From an optimization exercise on the open Yosys and OpenROAD flow, aimed at small area; shortcuts taken in it are not production practice.
Function was checked by simulation only, so behaviour that the tests miss may differ from the original.
The clock port is modelled as an ideal driver; clocking choices that lean on that would not hold on a real chip.
Power is estimated from default activity; no workload was simulated.

==> inputs of 04-12 <==
==> flow/design.v <==
module dkong3_obj_linebuf #(
    parameter int ADDR_W     = 8,
    parameter int DATA_W     = 6,
    parameter int FIRST_WINS = 1
) (
    input  logic              I_CLK_6M,
    input  logic              W_1B2C_RST,
    input  logic              I_LINE_STB,
    input  logic              I_WR_EN,
    input  logic [ADDR_W-1:0] I_WR_X,
    input  logic [DATA_W-1:0] I_WR_D,
    input  logic [ADDR_W-1:0] I_H,
    input  logic              I_BLANKn,
    input  logic              I_FLIP,
    output logic [DATA_W-1:0] O_OBJ_D,
    output logic              O_BANK
);
    localparam int N  = 2**ADDR_W;
    localparam int LW = ADDR_W / 2;
    localparam int HW = ADDR_W - LW;
    localparam int NL = 2**LW;
    localparam int NH = 2**HW;
    logic              sel;
    logic [ADDR_W-1:0] rd_x;
    assign rd_x = I_FLIP ? ~I_H : I_H;
    logic [DATA_W-1:0] bval [2];    
    for (genvar b = 0; b < 2; b++) begin : g_bank
        logic              is_rd;       
        logic [ADDR_W-1:0] a;
        logic              en;
        logic [NL-1:0]     lo;
        logic [NH-1:0]     hi;
        logic [DATA_W-1:0] col;         
        logic              wen;
        logic [N-1:0]      keep;        
        logic [DATA_W-1:0] ch [NH];     
        logic [DATA_W-1:0] rv;
        assign is_rd = (sel == b[0]);
        assign a     = is_rd ? rd_x : I_WR_X;
        assign en    = ~is_rd | (I_BLANKn & W_1B2C_RST);
        for (genvar i = 0; i < NL; i++) begin : g_lo
            assign lo[i] = (a[LW-1:0] == i[LW-1:0]) & en;
        end
        for (genvar i = 0; i < NH; i++) begin : g_hi
            assign hi[i] = (a[ADDR_W-1:LW] == i[HW-1:0]);
        end
        for (genvar w = 0; w < N; w++) begin : g_sel
            assign keep[w] = ~(hi[w / NL] & lo[w % NL]);
        end
        logic [DATA_W-1:0] y [N/2];
        for (genvar p = 0; p < N/2; p++) begin : g_p
            lb_pair #(.DATA_W(DATA_W)) u_pair (
                .clk  (I_CLK_6M),
                .keep (keep[2*p +: 2]),
                .lo   (lo[(2*p) % NL +: 2]),
                .ch   (ch[(2*p) / NL]),
                .y    (y[p])
            );
        end
        always_comb begin
            rv = '1;
            for (int p = 0; p < N/2; p++)
                rv = rv & ~y[p];
        end
        assign bval[b] = rv;
        assign wen = W_1B2C_RST && I_WR_EN && (I_WR_D[1:0] != 2'b00)
                     && (FIRST_WINS == 0 || rv[1:0] == 2'b00);
        assign col = is_rd ? '0 : (wen ? I_WR_D : rv);
        for (genvar i = 0; i < NH; i++) begin : g_ch
            assign ch[i] = {DATA_W{hi[i]}} & col;
        end
    end
    always_ff @(posedge I_CLK_6M or negedge W_1B2C_RST) begin
        if (!W_1B2C_RST) begin
            sel     <= 1'b0;
            O_OBJ_D <= '0;
        end else begin
            O_OBJ_D <= I_BLANKn ? (sel ? bval[1] : bval[0]) : '0;
            if (I_LINE_STB) sel <= ~sel;
        end
    end
    assign O_BANK = sel;
endmodule
module lb_pair #(
    parameter int DATA_W = 6
) (
    input  logic              clk,
    input  logic [1:0]        keep,
    input  logic [1:0]        lo,
    input  logic [DATA_W-1:0] ch,
    output logic [DATA_W-1:0] y
);
    for (genvar k = 0; k < DATA_W; k++) begin : g_b
        lb_bit u_bit (.clk(clk), .keep(keep), .lo(lo), .c(ch[k]), .y(y[k]));
    end
endmodule
module lb_bit (
    input  logic       clk,
    input  logic [1:0] keep,
    input  logic [1:0] lo,
    input  logic       c,
    output logic       y
);
    logic [1:0] q;
    always_ff @(posedge clk) q <= (keep & q) | (lo & {2{c}});
    assign y = ~((keep[0] | q[0]) & (keep[1] | q[1]));
endmodule
==> flow/run.sh <==
#!/bin/bash
# synth_recipe.tcl (not shown) runs the flow's synth.tcl, then flattens the netlist and writes it again
# the make line also repeats each setting of config.mk as NAME=value (left out here)
make -C /OpenROAD-flow-scripts/flow DESIGN_CONFIG=/design/flow/config.mk WORK_HOME=/design/flow/orfs CLKGATE_MAP_FILE= SYNTH_SCRIPT=/design/flow/synth_recipe.tcl finish
==> flow/config.mk <==
export PLATFORM = sky130hd
export DESIGN_NAME = dkong3_obj_linebuf
export DESIGN_NICKNAME = dkong3_obj_linebuf
export VERILOG_FILES = /design/flow/design.v
export SDC_FILE = /design/flow/constraint.sdc
export NUM_CORES = 4
export LEC_CHECK = 0
export CAP_MARGIN = 20
export CORE_MARGIN = 2
export CORE_UTILIZATION = 50
export PLACE_DENSITY = 0.6
export SLEW_MARGIN = 20
export SYNTH_HIERARCHICAL = 1
==> flow/constraint.sdc <==
create_clock -name core_clock -period 10.0 [get_ports {I_CLK_6M}]
set_input_delay 2.0000 -clock core_clock [delete_from_list [all_inputs] [get_ports {I_CLK_6M}]]
set_output_delay 2.0000 -clock core_clock [all_outputs]
set_load 0.01 [all_outputs]
==> inputs of 06-02, as changes to 04-12 <==
==> flow/design.v, changed modules only <==
module dkong3_obj_linebuf #(
    parameter int ADDR_W     = 8,
    parameter int DATA_W     = 6,
    parameter int FIRST_WINS = 1
) (
    input  logic              I_CLK_6M,
    input  logic              W_1B2C_RST,
    input  logic              I_LINE_STB,
    input  logic              I_WR_EN,
    input  logic [ADDR_W-1:0] I_WR_X,
    input  logic [DATA_W-1:0] I_WR_D,
    input  logic [ADDR_W-1:0] I_H,
    input  logic              I_BLANKn,
    input  logic              I_FLIP,
    output logic [DATA_W-1:0] O_OBJ_D,
    output logic              O_BANK
);
    localparam int N  = 2**ADDR_W;
    localparam int LW = ADDR_W / 2;
    localparam int HW = ADDR_W - LW;
    localparam int NL = 2**LW;
    localparam int NH = 2**HW;
    logic              sel;
    logic [ADDR_W-1:0] rd_x;
    assign rd_x = I_FLIP ? ~I_H : I_H;
    logic [DATA_W-1:0] bval [2];    
    for (genvar b = 0; b < 2; b++) begin : g_bank
        logic              is_rd;       
        logic [ADDR_W-1:0] a;
        logic              clr;
        logic [NL-1:0]     lo;
        logic [NH-1:0]     hi;
        logic [DATA_W-1:0] col;         
        logic              wen;
        logic [N-1:0]      keep;        
        logic [DATA_W-1:0] ch [NH];     
        logic [DATA_W-1:0] rv;
        assign is_rd = (sel == b[0]);
        assign a     = is_rd ? rd_x : I_WR_X;
        assign clr   = is_rd & I_BLANKn & W_1B2C_RST;
        for (genvar i = 0; i < NL; i++) begin : g_lo
            assign lo[i] = (a[LW-1:0] == i[LW-1:0]);
        end
        for (genvar i = 0; i < NH; i++) begin : g_hi
            assign hi[i] = (a[ADDR_W-1:LW] == i[HW-1:0]);
        end
        for (genvar w = 0; w < N; w++) begin : g_sel
            assign keep[w] = ~(hi[w / NL] & lo[w % NL]);
        end
        logic [DATA_W-1:0] y [N/2];
        for (genvar p = 0; p < N/2; p++) begin : g_p
            lb_pair #(.DATA_W(DATA_W)) u_pair (
                .clk  (I_CLK_6M),
                .keep (keep[2*p +: 2]),
                .lo   (lo[(2*p) % NL +: 2]),
                .ch   (ch[(2*p) / NL]),
                .y    (y[p])
            );
        end
        always_comb begin
            rv = '1;
            for (int p = 0; p < N/2; p++)
                rv = rv & ~y[p];
        end
        assign bval[b] = rv;
        assign wen = W_1B2C_RST && I_WR_EN && (I_WR_D[1:0] != 2'b00)
                     && (FIRST_WINS == 0 || rv[1:0] == 2'b00);
        assign col = clr ? '0 : ((wen && !is_rd) ? I_WR_D : rv);
        for (genvar i = 0; i < NH; i++) begin : g_ch
            assign ch[i] = {DATA_W{hi[i]}} & col;
        end
    end
    always_ff @(posedge I_CLK_6M or negedge W_1B2C_RST) begin
        if (!W_1B2C_RST) begin
            sel     <= 1'b0;
            O_OBJ_D <= '0;
        end else begin
            O_OBJ_D <= I_BLANKn ? (sel ? bval[1] : bval[0]) : '0;
            if (I_LINE_STB) sel <= ~sel;
        end
    end
    assign O_BANK = sel;
endmodule
==> flow/flow/run.sh (new file) <==
#!/bin/bash
# Standard layout, except clock tree synthesis: small leaf buffers, no dummy
# loads, and leaf buffers upsized afterwards where flop clock-pin slew is high.
set -euo pipefail
cd "$(dirname "$0")/.."
export CTS_ARGS="-sink_clustering_enable -repair_clock_nets -dont_use_dummy_load -buf_list sky130_fd_sc_hd__clkbuf_8 -root_buf sky130_fd_sc_hd__clkbuf_16 -tree_buf sky130_fd_sc_hd__clkbuf_16 -sink_clustering_size 25 -sink_clustering_max_diameter 80"
export POST_CTS_TCL="$PWD/flow/post_cts.tcl"
bash standard.sh > standard.log 2>&1
==> flow/flow/post_cts.tcl (new file) <==
# Upsize clock buffers whose flip-flop clock pins see a slow edge.
set_propagated_clock [all_clocks]
estimate_parasitics -placement
set limit 0.105
set n 0
foreach inst [get_cells -hierarchical *] {
  set m [get_property $inst ref_name]
  if {![string match sky130_fd_sc_hd__clkbuf_* $m]} continue
  if {$m eq "sky130_fd_sc_hd__clkbuf_16"} continue
  if {![string match *I_CLK_6M* [get_full_name $inst]]} continue
  set opin [get_pins -of_objects $inst -filter "direction==output"]
  set net [get_nets -of_objects $opin]
  set w 0
  foreach l [get_pins -of_objects $net -filter "direction==input"] {
    set s [get_property $l slew_max]
    if {$s > $w} { set w $s }
  }
  if {$w > $limit} {
    replace_cell $inst sky130_fd_sc_hd__clkbuf_16
    incr n
  }
}
puts "post_cts: upsized $n clock buffers"
detailed_placement
estimate_parasitics -placement
==> flow/standard.sh (new file) <==
#!/bin/bash
# synth_recipe.tcl (not shown) runs the flow's synth.tcl, then flattens the netlist and writes it again
# the make line also repeats each setting of config.mk as NAME=value (left out here)
make -C /OpenROAD-flow-scripts/flow DESIGN_CONFIG=/design/flow/config.mk WORK_HOME=/design/flow/orfs CLKGATE_MAP_FILE= SYNTH_SCRIPT=/design/flow/synth_recipe.tcl "${@:-finish}"
CAP_MARGIN = 5   (was 20)
CORE_UTILIZATION = 65   (was 50)
GPL_TIMING_DRIVEN = 0   (was unset)
PLACE_DENSITY = 0.75   (was 0.6)
SLEW_MARGIN = 5   (was 20)
removed: flow/run.sh
==> inputs of 05-23, as changes to 04-12 <==
==> flow/design.v, changed modules only <==
module dkong3_obj_linebuf #(
    parameter int ADDR_W     = 8,
    parameter int DATA_W     = 6,
    parameter int FIRST_WINS = 1
) (
    input  logic              I_CLK_6M,
    input  logic              W_1B2C_RST,
    input  logic              I_LINE_STB,
    input  logic              I_WR_EN,
    input  logic [ADDR_W-1:0] I_WR_X,
    input  logic [DATA_W-1:0] I_WR_D,
    input  logic [ADDR_W-1:0] I_H,
    input  logic              I_BLANKn,
    input  logic              I_FLIP,
    output logic [DATA_W-1:0] O_OBJ_D,
    output logic              O_BANK
);
    localparam int N  = 2**ADDR_W;
    localparam int LW = ADDR_W / 2;
    localparam int HW = ADDR_W - LW;
    localparam int NL = 2**LW;
    localparam int NH = 2**HW;
    logic              sel;
    logic [ADDR_W-1:0] rd_x;
    assign rd_x = I_FLIP ? ~I_H : I_H;
    logic [DATA_W-1:0] bval [2];    
    for (genvar b = 0; b < 2; b++) begin : g_bank
        logic              is_rd;       
        logic [ADDR_W-1:0] a;
        logic              clr;
        logic [NL-1:0]     lo;
        logic [NH-1:0]     hi;
        logic [DATA_W-1:0] col;         
        logic              wen;
        logic [N-1:0]      keep;        
        logic [DATA_W-1:0] ch [NH];     
        logic [DATA_W-1:0] rv;
        assign is_rd = (sel == b[0]);
        assign a     = is_rd ? rd_x : I_WR_X;
        assign clr   = is_rd & I_BLANKn & W_1B2C_RST;
        for (genvar i = 0; i < NL; i++) begin : g_lo
            assign lo[i] = (a[LW-1:0] == i[LW-1:0]);
        end
        for (genvar i = 0; i < NH; i++) begin : g_hi
            assign hi[i] = (a[ADDR_W-1:LW] == i[HW-1:0]);
        end
        for (genvar w = 0; w < N; w++) begin : g_sel
            assign keep[w] = ~(hi[w / NL] & lo[w % NL]);
        end
        logic [DATA_W-1:0] y [N/2];
        for (genvar p = 0; p < N/2; p++) begin : g_p
            lb_pair #(.DATA_W(DATA_W)) u_pair (
                .clk  (I_CLK_6M),
                .keep (keep[2*p +: 2]),
                .lo   (lo[(2*p) % NL +: 2]),
                .ch   (ch[(2*p) / NL]),
                .y    (y[p])
            );
        end
        always_comb begin
            rv = '1;
            for (int p = 0; p < N/2; p++)
                rv = rv & ~y[p];
        end
        assign bval[b] = rv;
        assign wen = W_1B2C_RST && I_WR_EN && (I_WR_D[1:0] != 2'b00)
                     && (FIRST_WINS == 0 || rv[1:0] == 2'b00);
        assign col = clr ? '0 : ((wen && !is_rd) ? I_WR_D : rv);
        for (genvar i = 0; i < NH; i++) begin : g_ch
            assign ch[i] = {DATA_W{hi[i]}} & col;
        end
    end
    always_ff @(posedge I_CLK_6M or negedge W_1B2C_RST) begin
        if (!W_1B2C_RST) begin
            sel     <= 1'b0;
            O_OBJ_D <= '0;
        end else begin
            O_OBJ_D <= I_BLANKn ? (sel ? bval[1] : bval[0]) : '0;
            if (I_LINE_STB) sel <= ~sel;
        end
    end
    assign O_BANK = sel;
endmodule
==> flow/flow/run.sh (new file) <==
#!/bin/bash
# Standard layout, except: clock tree with clkbuf_16 leaf clusters and no dummy
# loads (leaf buffers upsized afterwards where flop clock-pin slew is high), and
# plain buffers on the ports.
set -euo pipefail
cd "$(dirname "$0")/.."
export CTS_ARGS="-sink_clustering_enable -repair_clock_nets -dont_use_dummy_load -buf_list sky130_fd_sc_hd__clkbuf_16 -sink_clustering_size 30 -sink_clustering_max_diameter 100"
export POST_CTS_TCL="$PWD/flow/post_cts.tcl"
export BUFFER_PORTS_ARGS="-buffer_cell sky130_fd_sc_hd__buf_2"
bash standard.sh > standard.log 2>&1
==> flow/flow/post_cts.tcl (new file) <==
# Upsize clock buffers whose flip-flop clock pins see a slow edge.
set_propagated_clock [all_clocks]
estimate_parasitics -placement
set limit 0.105
set n 0
foreach inst [get_cells -hierarchical *] {
  set m [get_property $inst ref_name]
  if {![string match sky130_fd_sc_hd__clkbuf_* $m]} continue
  if {$m eq "sky130_fd_sc_hd__clkbuf_16"} continue
  if {![string match *I_CLK_6M* [get_full_name $inst]]} continue
  set opin [get_pins -of_objects $inst -filter "direction==output"]
  set net [get_nets -of_objects $opin]
  set w 0
  foreach l [get_pins -of_objects $net -filter "direction==input"] {
    set s [get_property $l slew_max]
    if {$s > $w} { set w $s }
  }
  if {$w > $limit} {
    replace_cell $inst sky130_fd_sc_hd__clkbuf_16
    incr n
  }
}
puts "post_cts: upsized $n clock buffers"
detailed_placement
estimate_parasitics -placement
==> flow/standard.sh (new file) <==
#!/bin/bash
# synth_recipe.tcl (not shown) runs the flow's synth.tcl, then flattens the netlist and writes it again
# the make line also repeats each setting of config.mk as NAME=value (left out here)
make -C /OpenROAD-flow-scripts/flow DESIGN_CONFIG=/design/flow/config.mk WORK_HOME=/design/flow/orfs CLKGATE_MAP_FILE= SYNTH_SCRIPT=/design/flow/synth_recipe.tcl "${@:-finish}"
CAP_MARGIN = 0   (was 20)
CORE_UTILIZATION = 65   (was 50)
GPL_TIMING_DRIVEN = 0   (was unset)
PLACE_DENSITY = 0.75   (was 0.6)
SLEW_MARGIN = 0   (was 20)
removed: flow/run.sh
==> inputs of 03-05, as changes to 04-12 <==
==> flow/design.v, changed modules only <==
module dkong3_obj_linebuf #(
    parameter int ADDR_W     = 8,
    parameter int DATA_W     = 6,
    parameter int FIRST_WINS = 1
) (
    input  logic              I_CLK_6M,
    input  logic              W_1B2C_RST,
    input  logic              I_LINE_STB,
    input  logic              I_WR_EN,
    input  logic [ADDR_W-1:0] I_WR_X,
    input  logic [DATA_W-1:0] I_WR_D,
    input  logic [ADDR_W-1:0] I_H,
    input  logic              I_BLANKn,
    input  logic              I_FLIP,
    output logic [DATA_W-1:0] O_OBJ_D,
    output logic              O_BANK
);
    logic [DATA_W-1:0] mem [2**(ADDR_W+1)];
    logic              sel;
    logic [ADDR_W-1:0] rd_x;
    logic [ADDR_W:0]   wa;
    logic [ADDR_W:0]   ra;
    logic [DATA_W-1:0] rd_d;
    logic              wr_ok;
    always_comb begin
        rd_x  = I_FLIP ? ~I_H : I_H;
        wa    = {~sel, I_WR_X};
        ra    = {sel, rd_x};
        rd_d  = mem[ra];
        wr_ok = W_1B2C_RST && I_WR_EN && (I_WR_D[1:0] != 2'b00)
                && (FIRST_WINS == 0 || mem[wa][1:0] == 2'b00);
    end
    always_ff @(posedge I_CLK_6M) begin
        if (wr_ok) mem[wa] <= I_WR_D;
        if (W_1B2C_RST && I_BLANKn) mem[ra] <= '0;
    end
    always_ff @(posedge I_CLK_6M or negedge W_1B2C_RST) begin
        if (!W_1B2C_RST) begin
            sel     <= 1'b0;
            O_OBJ_D <= '0;
        end else begin
            O_OBJ_D <= I_BLANKn ? rd_d : '0;
            if (I_LINE_STB) sel <= ~sel;
        end
    end
    assign O_BANK = sel;
endmodule
// module lb_pair removed
// module lb_bit removed
CORE_UTILIZATION = 30   (was 50)
PLACE_DENSITY = 0.45   (was 0.6)
SYNTH_HIERARCHICAL = unset   (was 1)
==> notes.md <==
06-02 produced a clean layout. 03-05 went through all stages and came out clean. 04-12 ran to the end with no violations. 05-23 finished but fails on capacitance limit, slew limit. Of 04-12 and 06-02, 04-12 has the higher total power (gap 7.8%, measured against 06-02). Worst setup slack: 05-23 < 06-02 < 04-12 < 03-05. Of 05-23 and 03-05, 05-23 has the higher utilization (gap 36 points). In flip-flop and latch count, 04-12 and 03-05 do not differ. The lowest clock-buffer cell count belongs to 05-23, the highest to 03-05.

[port drivers added, routing unchanged]
Ports are ideal in the flow. The routed layouts listed here were re-timed in OpenROAD.
Step 1 sets driving cells, clkbuf_16 on the clock port and buf_2 on the other inputs (assumed; they add their load-dependent delay and slew).
Step 2 adds t to the input delays and takes it off the output delays; t is the mean of the earliest and latest rising clock arrival at the registers after step 1. Input paths then give back, and output paths get back, about the clock's delay inside the block.
a / b / c = ideal / step 1 / step 2; a / b = the first two.
| run | t, ns | setup slack, ns | latest minus earliest clock arrival (ns) |
|---|---|---|---|
| 04-12 | 1.023 | 1.541 / 1.579 / 0.556 | 0.039 / 0.039 |
| 06-02 | 0.887 | 0.906 / 0.762 / -0.125 | 0.051 / 0.052 |
| 05-23 | 0.874 | 0.888 / 0.766 / -0.108 | 0.054 / 0.054 |
| 03-05 | 1.143 | 2.520 / 2.485 / 1.342 | 0.089 / 0.088 |
For 03-05, which loses most, drivers alone change the setup slack by -0.035 ns; drivers and shift together by -1.178 ns.
